This design comes from an exercise in tuning for small area and a short achievable clock period on the open sky130 flow, not from production work. Function was checked by simulation only, so behaviour that the tests miss may differ from the original. Power is estimated from default activity; no workload was simulated.

==> flow/design.v (outline; a module is shown in full before it is edited, if it fits) <==
// module fir_systolic_cfg: 2828 lines
module fir_systolic_cfg (
    input  logic               clk,
    input  logic               rst,
    input  logic               in_valid,
    input  logic signed [15:0] in_data,
    input  logic               coef_wr,
    input  logic [2:0]         coef_addr,
    input  logic signed [15:0] coef_data,
    output logic               out_valid,
    output logic signed [31:0] out_data,
    output logic               out_ovf
);
  // ...
==> flow/flow/run.sh <==
#!/bin/bash
# Standard layout, with one extra step between synthesis and floorplan:
# fa_polarity.py flips full-adder cells (a full adder is self-dual) so that
# fewer inverters are needed around them. The rewritten netlist is checked
# against the synthesised one with ABC's combinational equivalence check
# (same registers); if the check does not pass, the synthesised netlist is
# kept unchanged.
set -euo pipefail
W=$(pwd)
R=$W/orfs/results/$FLOW_PLATFORM/fir_systolic_cfg/base
LIB=$FLOW_HOME/platforms/$FLOW_PLATFORM/lib/sky130_fd_sc_hd__tt_025C_1v80.lib
YB=$FLOW_HOME/../tools/install/yosys/bin
[ -x $YB/yosys ] || YB=$(dirname $(command -v yosys))

bash standard.sh synth > synth.log 2>&1

cp $R/1_2_yosys.v $W/netlist_synth.v
python3 flow/fa_polarity.py $W/netlist_synth.v $W/netlist_pol.v > polarity.log 2>&1

for n in synth pol; do
  cat > $W/blif_$n.ys <<EOT
read_liberty -ignore_miss_func $LIB
read_verilog $W/netlist_$n.v
hierarchy -top $FLOW_TOP
flatten
opt_clean
dffunmap
techmap
opt -fast
write_blif -gates $W/netlist_$n.blif
EOT
  $YB/yosys -q -l blif_$n.log $W/blif_$n.ys > /dev/null 2>&1
done
$YB/yosys-abc -c "cec $W/netlist_synth.blif $W/netlist_pol.blif" > cec.log 2>&1 || true
if grep -q "Networks are equivalent" cec.log; then
  echo "polarity: equivalent, using rewritten netlist" >> polarity.log
  cp $W/netlist_pol.v $R/1_2_yosys.v
  touch $R/1_2_yosys.v
else
  echo "polarity: NOT proven equivalent, keeping synthesised netlist" >> polarity.log
fi
rm -f $W/netlist_synth.blif $W/netlist_pol.blif

bash standard.sh finish > layout.log 2>&1
==> flow/flow/fa_polarity.py <==
#!/usr/bin/env python3
"""Remove inverters around full-adder cells in a Yosys gate netlist.

A full adder is self-dual: FA(~a, ~b, ~c) = (~cout, ~sum). Each fa cell may
therefore be flipped: its inputs take the complement of what they took and
its outputs carry the complement of what they carried. This script chooses
a flip for every fa cell (local search) so that the number of inverter cells
is smallest, then writes the netlist back with every inverter rebuilt from
scratch (at most one inverter per signal).

usage: fa_polarity.py IN.v OUT.v
"""
import re
import sys
from collections import defaultdict

INV_RE = re.compile(r"sky130_fd_sc_hd__inv_\d+$")
FA_RE = re.compile(r"sky130_fd_sc_hd__fa_\d+$")
OUT_PINS = {"X", "Y", "Q", "Q_N", "SUM", "COUT", "HI", "LO"}

src = open(sys.argv[1]).read()

m = re.search(r"\bmodule\s+(\S+)\s*\((.*?)\);", src, re.S)
mod_start = m.start()
body_start = m.end()
end = src.rindex("endmodule")
body = src[body_start:end]

inst_re = re.compile(r"^\s*(sky130_fd_sc_hd__\w+)\s+(\S+)\s*\((.*?)\);\s*$", re.S | re.M)
pin_re = re.compile(r"\.(\w+)\(\s*([^()]*?)\s*\)")

insts = []
decl_lines = []
pos = 0
for mm in inst_re.finditer(body):
    pre = body[pos:mm.start()]
    decl_lines.append(pre)
    pos = mm.end()
    ct, name, pins = mm.group(1), mm.group(2), mm.group(3)
    insts.append([ct, name, [(p, n) for p, n in pin_re.findall(pins)]])
tail = body[pos:]
decls = "".join(decl_lines) + tail

ports = set()
for mm in re.finditer(r"^\s*(input|output|inout)\s+(?:\[[^\]]*\]\s*)?(\S+?)\s*;", decls, re.M):
    ports.add(mm.group(2))


def is_port_net(n):
    base = n.split("[")[0].strip()
    return base in ports or n in ports


def is_const(n):
    return "'" in n

# inverter graph: net -> (signal net, polarity)
inv_out = {}
for ct, name, pins in insts:
    if INV_RE.match(ct):
        d = dict(pins)
        inv_out[d["Y"]] = d["A"]


def resolve(n):
    pol = 0
    seen = 0
    while n in inv_out and seen < 100:
        n = inv_out[n]
        pol ^= 1
        seen += 1
    return n, pol

XOR_SWAP = {"sky130_fd_sc_hd__xor2_1": ("sky130_fd_sc_hd__xnor2_1", "X", "Y"),
            "sky130_fd_sc_hd__xnor2_1": ("sky130_fd_sc_hd__xor2_1", "Y", "X")}
fas = [i for i in insts if FA_RE.match(i[0])]
xors = [i for i in insts if i[0] in XOR_SWAP]
others = [i for i in insts if not FA_RE.match(i[0]) and not INV_RE.match(i[0])]

# FA cells touching constants are left alone
fa_ok = []
for f in fas:
    d = dict(f[2])
    if any(is_const(d[p]) for p in ("A", "B", "CIN")):
        continue
    fa_ok.append(f)
fa_ok_names = set(f[1] for f in fa_ok)
xor_names = set()
prod_xor = {}
for x in xors:
    d = dict(x[2])
    o = d[XOR_SWAP[x[0]][1]]
    if is_port_net(o) or is_const(o):
        continue
    xor_names.add(x[1])
    prod_xor[o] = x[1]

# produced polarity of each signal: signals driven by FA outputs depend on flip
# demands: list of (signal, pol, owner) where owner is FA name or None
prod_fa = {}   # signal -> fa name (if produced by a flippable fa)
for f in fa_ok:
    d = dict(f[2])
    prod_fa[d["COUT"]] = f[1]
    prod_fa[d["SUM"]] = f[1]

demands = defaultdict(list)  # signal -> list of [pol, owner]
fa_inputs = defaultdict(list)  # fa name -> list of signals it demands
for ct, name, pins in insts:
    if INV_RE.match(ct):
        continue
    for p, n in pins:
        if p in OUT_PINS or is_const(n) or n == "":
            continue
        s, pol = resolve(n)
        owner = name if name in fa_ok_names else None
        demands[s].append([pol, owner])
        if owner:
            fa_inputs[name].append(s)
# output ports demand their net's value
port_pinned = set()
for n in list(inv_out.keys()):
    if is_port_net(n):
        s, pol = resolve(n)
        demands[s].append([pol, None])
        port_pinned.add(n)
for ct, name, pins in insts:
    for p, n in pins:
        if p in OUT_PINS and is_port_net(n):
            pass  # driven directly, produced polarity 0 unless FA flips

# an FA whose output net is itself a port must not flip
for f in fa_ok:
    d = dict(f[2])
    if is_port_net(d["COUT"]) or is_port_net(d["SUM"]):
        prod_fa.pop(d["COUT"], None)
        prod_fa.pop(d["SUM"], None)
        fa_ok_names.discard(f[1])
for s in demands:
    for dm in demands[s]:
        if dm[1] is not None and dm[1] not in fa_ok_names:
            dm[1] = None

flip = {f: 0 for f in fa_ok_names}
for x in xor_names:
    flip[x] = 0
for o, x in prod_xor.items():
    prod_fa[o] = x


def sig_cost(s):
    pp = flip[prod_fa[s]] if s in prod_fa else 0
    need = False
    for pol, owner in demands.get(s, ()):
        eff = pol ^ (flip[owner] if owner else 0)
        if eff != pp:
            return 1
    return 0

fa_sigs = {}
for f in fa_ok:
    if f[1] not in fa_ok_names:
        continue
    d = dict(f[2])
    ss = set(fa_inputs[f[1]]) | {d["COUT"], d["SUM"]}
    fa_sigs[f[1]] = ss

total0 = sum(sig_cost(s) for s in set(demands) | set(prod_fa))
for x in xor_names:
    d = dict(next(i for i in xors if i[1] == x)[2])
    fa_sigs[x] = {d[XOR_SWAP[next(i for i in xors if i[1] == x)[0]][1]]}
import random, math
random.seed(1)
names = sorted(fa_sigs)
cur = total0
best = cur
best_flip = dict(flip)
T = 1.0
moves = 400000
for it in range(moves):
    T = 1.0 * (1 - it / moves) + 0.02
    f = names[random.randrange(len(names))]
    ss = fa_sigs[f]
    before = sum(sig_cost(s) for s in ss)
    flip[f] ^= 1
    after = sum(sig_cost(s) for s in ss)
    dlt = after - before
    if dlt <= 0 or random.random() < math.exp(-dlt / T):
        cur += dlt
        if cur < best:
            best = cur
            best_flip = dict(flip)
    else:
        flip[f] ^= 1
flip = best_flip
changed = True
it = 0
while changed and it < 50:
    changed = False
    it += 1
    for f in names:
        ss = fa_sigs[f]
        before = sum(sig_cost(s) for s in ss)
        flip[f] ^= 1
        after = sum(sig_cost(s) for s in ss)
        if after < before:
            changed = True
        else:
            flip[f] ^= 1
total1 = sum(sig_cost(s) for s in set(demands) | set(prod_fa))
n_inv0 = sum(1 for i in insts if INV_RE.match(i[0]))
sys.stderr.write(f"inverters before {n_inv0}, signals needing inversion {total0} -> {total1}, passes {it}\n")

# rebuild: net for (signal, polarity)
# produced net: the signal's own net name carries polarity pp. If pp==1 the net
# named s carries ~original(s). We rename: for FA outputs with flip, create a new
# net name for the produced (inverted) value, and keep net s for the true value
# (created by an inverter if needed).
new_wires = []
cnt = [0]


def fresh():
    cnt[0] += 1
    w = f"_fapol_{cnt[0]}_"
    new_wires.append(w)
    return w

# original inverter output nets that are ports keep their names
true_net = {}   # signal -> net carrying true value
inv_net = {}    # signal -> net carrying inverted value
new_invs = []
sigs = set(demands) | set(prod_fa)
for s in sigs:
    pp = flip[prod_fa[s]] if s in prod_fa else 0
    if pp == 0:
        true_net[s] = s
    else:
        inv_net[s] = fresh()
# port-pinned inverter outputs: the port net must carry its value
pinned_by_sig = defaultdict(list)
for n in port_pinned:
    s, pol = resolve(n)
    pinned_by_sig[(s, pol)].append(n)


def net_for(s, pol):
    pp = flip[prod_fa[s]] if s in prod_fa else 0
    if pol == 0:
        if s not in true_net:
            # need inverter from inv_net
            true_net[s] = s
            new_invs.append((inv_net[s], s))
        return true_net[s]
    else:
        if s not in inv_net:
            w = fresh()
            inv_net[s] = w
            new_invs.append((true_net[s], w))
        return inv_net[s]

out_insts = []
for ct, name, pins in insts:
    if INV_RE.match(ct):
        continue
    newpins = []
    is_fa = name in fa_ok_names
    fl = flip.get(name, 0) if is_fa else 0
    if name in xor_names and flip[name]:
        nct, opin, npin = XOR_SWAP[ct]
        newpins = []
        for p, n in pins:
            if p == opin:
                newpins.append((npin, inv_net[n]))
            elif is_const(n) or n == "":
                newpins.append((p, n))
            else:
                s_, pol = resolve(n)
                newpins.append((p, net_for(s_, pol)))
        out_insts.append((nct, name, newpins))
        continue
    for p, n in pins:
        if is_const(n) or n == "":
            newpins.append((p, n))
            continue
        if p in OUT_PINS:
            if is_fa and fl:
                newpins.append((p, inv_net[n]))
            else:
                newpins.append((p, n))
            continue
        s, pol = resolve(n)
        newpins.append((p, net_for(s, pol ^ fl)))
    out_insts.append((ct, name, newpins))
# port-pinned inverter nets
for (s, pol), nets in pinned_by_sig.items():
    src_net = net_for(s, pol)
    for n in nets:
        # drive the port net with a buffer-free inverter from the opposite polarity
        opp = net_for(s, pol ^ 1)
        new_invs.append((opp, n))

# remove duplicates in new_invs (same output)
seen = set()
inv_cells = []
for a, y in new_invs:
    if y in seen:
        continue
    seen.add(y)
    inv_cells.append((a, y))

def esc(n):
    return n + " " if n.startswith("\\") else n


# declare new wires after the last wire declaration
wire_decl = "".join(f"  wire {w};\n" for w in new_wires)
out = [src[:body_start], decls.rstrip() + "\n", wire_decl]
# keep instance order; put instance text
for ct, name, pins in out_insts:
    pl = ",\n".join(f"    .{p}({esc(n)})" for p, n in pins)
    out.append(f"  {ct} {name} (\n{pl}\n  );\n")
for k, (a, y) in enumerate(inv_cells):
    out.append(f"  sky130_fd_sc_hd__inv_1 _fapol_inv_{k}_ (\n    .A({esc(a)}),\n    .Y({esc(y)})\n  );\n")
out.append("endmodule\n")
open(sys.argv[2], "w").write("".join(out))
sys.stderr.write(f"inverters after {len(inv_cells)}\n")
==> flow/standard.sh <==
#!/bin/bash
# synth_recipe.tcl (not shown) runs the flow's synth.tcl, then flattens the netlist and writes it again
# the make line also repeats each setting of config.mk as NAME=value (left out here)
make -C /OpenROAD-flow-scripts/flow DESIGN_CONFIG=/design/flow/config.mk WORK_HOME=/design/flow/orfs CLKGATE_MAP_FILE= SYNTH_SCRIPT=/design/flow/synth_recipe.tcl "${@:-finish}"
==> flow/config.mk <==
export PLATFORM = sky130hd
export DESIGN_NAME = fir_systolic_cfg
export DESIGN_NICKNAME = fir_systolic_cfg
export VERILOG_FILES = /design/flow/design.v
export SDC_FILE = /design/flow/constraint.sdc
export NUM_CORES = 4
export LEC_CHECK = 0
export ABC_AREA = 1
export CAP_MARGIN = 20
export CORE_MARGIN = 2
export CORE_UTILIZATION = 60
export SETUP_SLACK_MARGIN = 5
export SLEW_MARGIN = 20
==> flow/constraint.sdc <==
create_clock -name core_clock -period 10.0 [get_ports {clk}]
set_input_delay 2.0000 -clock core_clock [delete_from_list [all_inputs] [get_ports {clk}]]
set_output_delay 2.0000 -clock core_clock [all_outputs]
set_load 0.01 [all_outputs]
==> results.yml, run 1 <==
grt:
  grt_pass1_wl_mm: 350
  grt.overflow.total: 0
  grt-busiest-layer: "met2"
critical_path:
  cp.required_ns: 8.00
  reg2regPathDepth: 10
  cp_max_fo: 6
layout:
  sh_seq_area_pct: 25.2
  multi_input_area_um2: 46200
  final_area_um2: 75700
  final_cell_mix: "916 x fa_1, 895 x o22ai_1, 636 x xnor2_1, 587 x edfxtp_1, 409 x xor2_1"
  largest_register: "coef_q"
  syn_to_final_growth_pct: 13.2
  comb.multi_input.count: 4584
  post-route-util_pct: 68.5
worst_hold_path:
  min_path_type: "reg -> reg"
  min_to: "pc3[32]"
drt:
  drt_iter0_drc: 5923
  wl_met3_mm: 33.2
  drtAntennaViolNets: 0
clocking:
  post_cts_resized: 424
  cts_tree: "done"
power:
  p_switching_mw: 14.7
logic_synthesis:
  syn-num-nets: 7353
timing:
  setup_slack_ns: 4.80
  holdWs_ns: 0.421
  setup_viol: 0
run_status:
  outcome: "complete, no violations"
==> run 2: changes to the inputs <==
--- a/flow/config.mk
+++ b/flow/config.mk
@@ -8,6 +8,6 @@
 export ABC_AREA = 1
 export CAP_MARGIN = 20
 export CORE_MARGIN = 2
-export CORE_UTILIZATION = 60
+export CORE_UTILIZATION = 40
 export SETUP_SLACK_MARGIN = 5
 export SLEW_MARGIN = 20
==> results.yml, run 2 <==
run_status:
  outcome: "complete, no violations"
die:
  rows: 150
  start_util_pct: 40.1
  dieHeight_um: 413
  dieArea_um2: 170000
  core_region_area_um2: 167000
  io_pins: 73
  die_w_um: 413
timing:
  fin_skew_ns: 0.0341
  timing.final.crit_period_ns: 5.20
  max_slew_margin_pct: 17.2
  fmax_mhz: 192
  final.setup.tns_ns: 0
  fin_crit_sh_pct: 52.0
  rsz0062_at_grt: "yes"
  worst_slew_pin_slew_ns: 1.24
  hold_violations: 0
  maxSlewViolCount: 0
  setup_viol: 0
critical_path:
  cp_max_fo: 6
  path_cells: "ha_2 > inv_2 > nand2_4 > nand2_2 > nand2_2 > nand2_2 > nand2_4 > nand2_4 > nand2_8 > nand2_4 > nand2_4 > ha_4 > xnor2_2 > inv_1 > nor2_2 > nand3_4 > buf_12 > nand3_4 > buf_12 > buf_8 > nand2_2 > buf_6"
  cp.required_ns: 8.00
  reg2regPathDepth: 20
  ff2ff_setup_slack_ns: 5.07
  worst_setup_path_end_kind: "output port"
  critPathMaxStageDelay_ns: 0.32
  r2r-end: "yp[17]"
  startpoint_type: "flip-flop"
  cpMostUsedCell: "nand2_4"
  rr_startpoint: "coef_q[0][11]"
  critPathKind: "reg -> out"
  slowest_stage: "dfxtp_2"
  cp.arrival_ns: 3.20
clocking:
  clk_pin_slew_ns: 0.06
  clk_latency_ns: 0.73
  cts_max_level: 3
  cts_hold_buffers: 0
  root_buffer: "clkbuf_16"
  cts_tree: "done"
  clockBufferDepth: 3
  cts.sinks: 658
  numCtsBuffers: 80
placement:
  io_buffers: 72
  hpwl_mm: 143
  place_congestion: 0.903
layout:
  drive_gt1_share_pct: 13.4
  n_fill_cell: 15300
  final_common_cell: "fa_1"
  final_cell_mix: "915 x fa_1, 901 x o22ai_1, 638 x xnor2_1, 587 x edfxtp_1, 412 x xor2_1"
  largest_register: "coef_q"
  fin_nets: 7263
  syn_to_final_growth_pct: 14.0
  reg.largest.list: "coef_q x128, ps0 x35, yp x35"
  largest_reg_flops: 128
worst_hold_path:
  min_path_type: "reg -> reg"
  whs_path_depth: 0
  worstHoldStart: "ps4[32]"
  min_to: "pc3[32]"
drt:
  vias: 49700
  routed_wl_mm: 235
  wl_per_cell_um: 28.4
  drtAntennaViolNets: 0
  drt_iter0_drc: 4976
  drcViolationCount: 0
  vias_per_cell: 6.02
  firstDrtPassIters: 8
power:
  p_leak_nw: 28.1
  finalPower_mw: 31.3
  power_density_nw_per_um2: 411
  vdd_drop_max_mv: 0.212
grt:
  antenna_found_initial: 5
  grt_pass1_vias: 52900
  grt.overflow.total: 0
  grt_pass1_wl_mm: 346
  grt_max_degree: 147
  track_usage_pct: 27.5
logic_synthesis:
  yosysWarningCount: 1
  syn-num-nets: 7353
  syn_avg_cell_area_um2: 11.0
  synth_cells: 6073
  syn-cell-area_um2: 66800
run:
  maxCapViolations: 0
[run 2: through the flow]
| step | instance area [um2] | cells | worst slack, ns | hold WS [ns] | utilization, % |
|---|---|---|---|---|---|
| after global routing | 76200 | 8250 | 4.63 | 0.463 | 45.7 |
| after CTS | 75300 | 8210 | 4.68 | 0.450 | 45.2 |
| after detailed placement | 70100 | 7960 | 3.38 | 0.435 | 42.1 |
| final | 76200 | 8251 | 4.80 | 0.444 | 45.7 |
| after global placement | 70100 | 7960 | 3.41 | 0.425 | 42.1 |
| after floorplan | 68800 | 6073 | 4.91 | 0.400 | - |
[run 2: how the worst max path moves through the flow]
stage	from	end	slack, ns	depth (start not counted)
global route	yp[1]	out_data[20]	4.63	22
CTS	yg[0]	out_data[1]	4.68	22
detailed placement	in_data[10]	yp[18]	3.38	12
global placement	in_data[5]	yp[18]	3.41	12
finish	yp[1]	out_data[26]	4.80	22
floorplan	in_data[15]	yp[17]	4.91	11
[run 2: metal layers]
metal | vias to the layer above | track usage (%) | part of all wire [%]
met4 | 2 | 16.8 | 7.1
met5 | - | 0 | 0.0034
met1 | 25100 | 32.1 | 36
li1 | 20700 | - | -
met3 | 974 | 5.83 | 9.1
met2 | 2955 | 46.5 | 48
[run 2: cell type report]
cell class / instances / area, um2 / share of cell area, %
Multi-Input combinational cell: 4584 / 46100 / 60.5
Sequential cell: 658 / 19100 / 25.0
Timing Repair Buffer: 311 / 3850 / 5.05
Tap cell: 2204 / 2760 / 3.62
Clock buffer: 99 / 2120 / 2.79
Inverter: 322 / 1510 / 1.98
Clock inverter: 45 / 592 / 0.776
Timing Repair inverter: 26 / 226 / 0.297
Antenna cell: 2 / 5.00 / 0.00657
[run 2: timing repair]
| action | CTS | global route |
|---|---|---|
| setup buffers | 51 | 33 |
| gates resized for setup | 426 | 146 |
| hold endpoints to repair | 0 | 0 |
| setup endpoints to repair | 376 | 227 |
| pin swaps | 57 | 45 |
| gates cloned | 55 | 5 |
[run 2: critical path: cells and delay by family (launching register included)]
kind / cells / cell delay [ns]
buf+inv: 6 / 0.68
fa+ha+maj: 2 / 0.34
flops: 1 / 0.32
simple gates: 13 / 0.99
xor+xnor: 1 / 0.13
[run 2: report_power, final]
group / total, mW / internal, mW / switching [mW]
Combinational: 21.7 / 9.96 / 11.8
Clock: 3.06 / 1.79 / 1.28
Sequential: 6.52 / 5.92 / 0.605
Total: 31.3 / 17.7 / 13.6

[port drivers added, routing unchanged]
In the flow no input, the clock included, has a driving cell. The finished layouts below were timed again as built, in two steps.
Step 1 assumes that a clkbuf_16 drives the clock port and a buf_2 every other input.
Step 2 adds t to the input delays and takes it off the output delays; t is the mean of the earliest and latest rising clock arrival at the registers after step 1. Input paths then give back, and output paths get back, about the clock's delay inside the block.
a / b / c = ideal / step 1 / step 2; a / b = the first two.
run	t (ns)	slack for setup (ns)	worst setup path at the end	slew at the worst register clock pin (ns)	worst slew at a driven data input, ns
run 1	0.746	4.805 / 4.723 / 4.341	input to register	0.07 / 0.07	0.05
run 2	0.790	4.795 / 4.716 / 4.275	input to register	0.07 / 0.07	0.12
After both steps setup and hold are still met in every run listed. The setup slack of run 2, which loses most, moves by -0.079 ns with the drivers and by -0.520 ns with both steps.
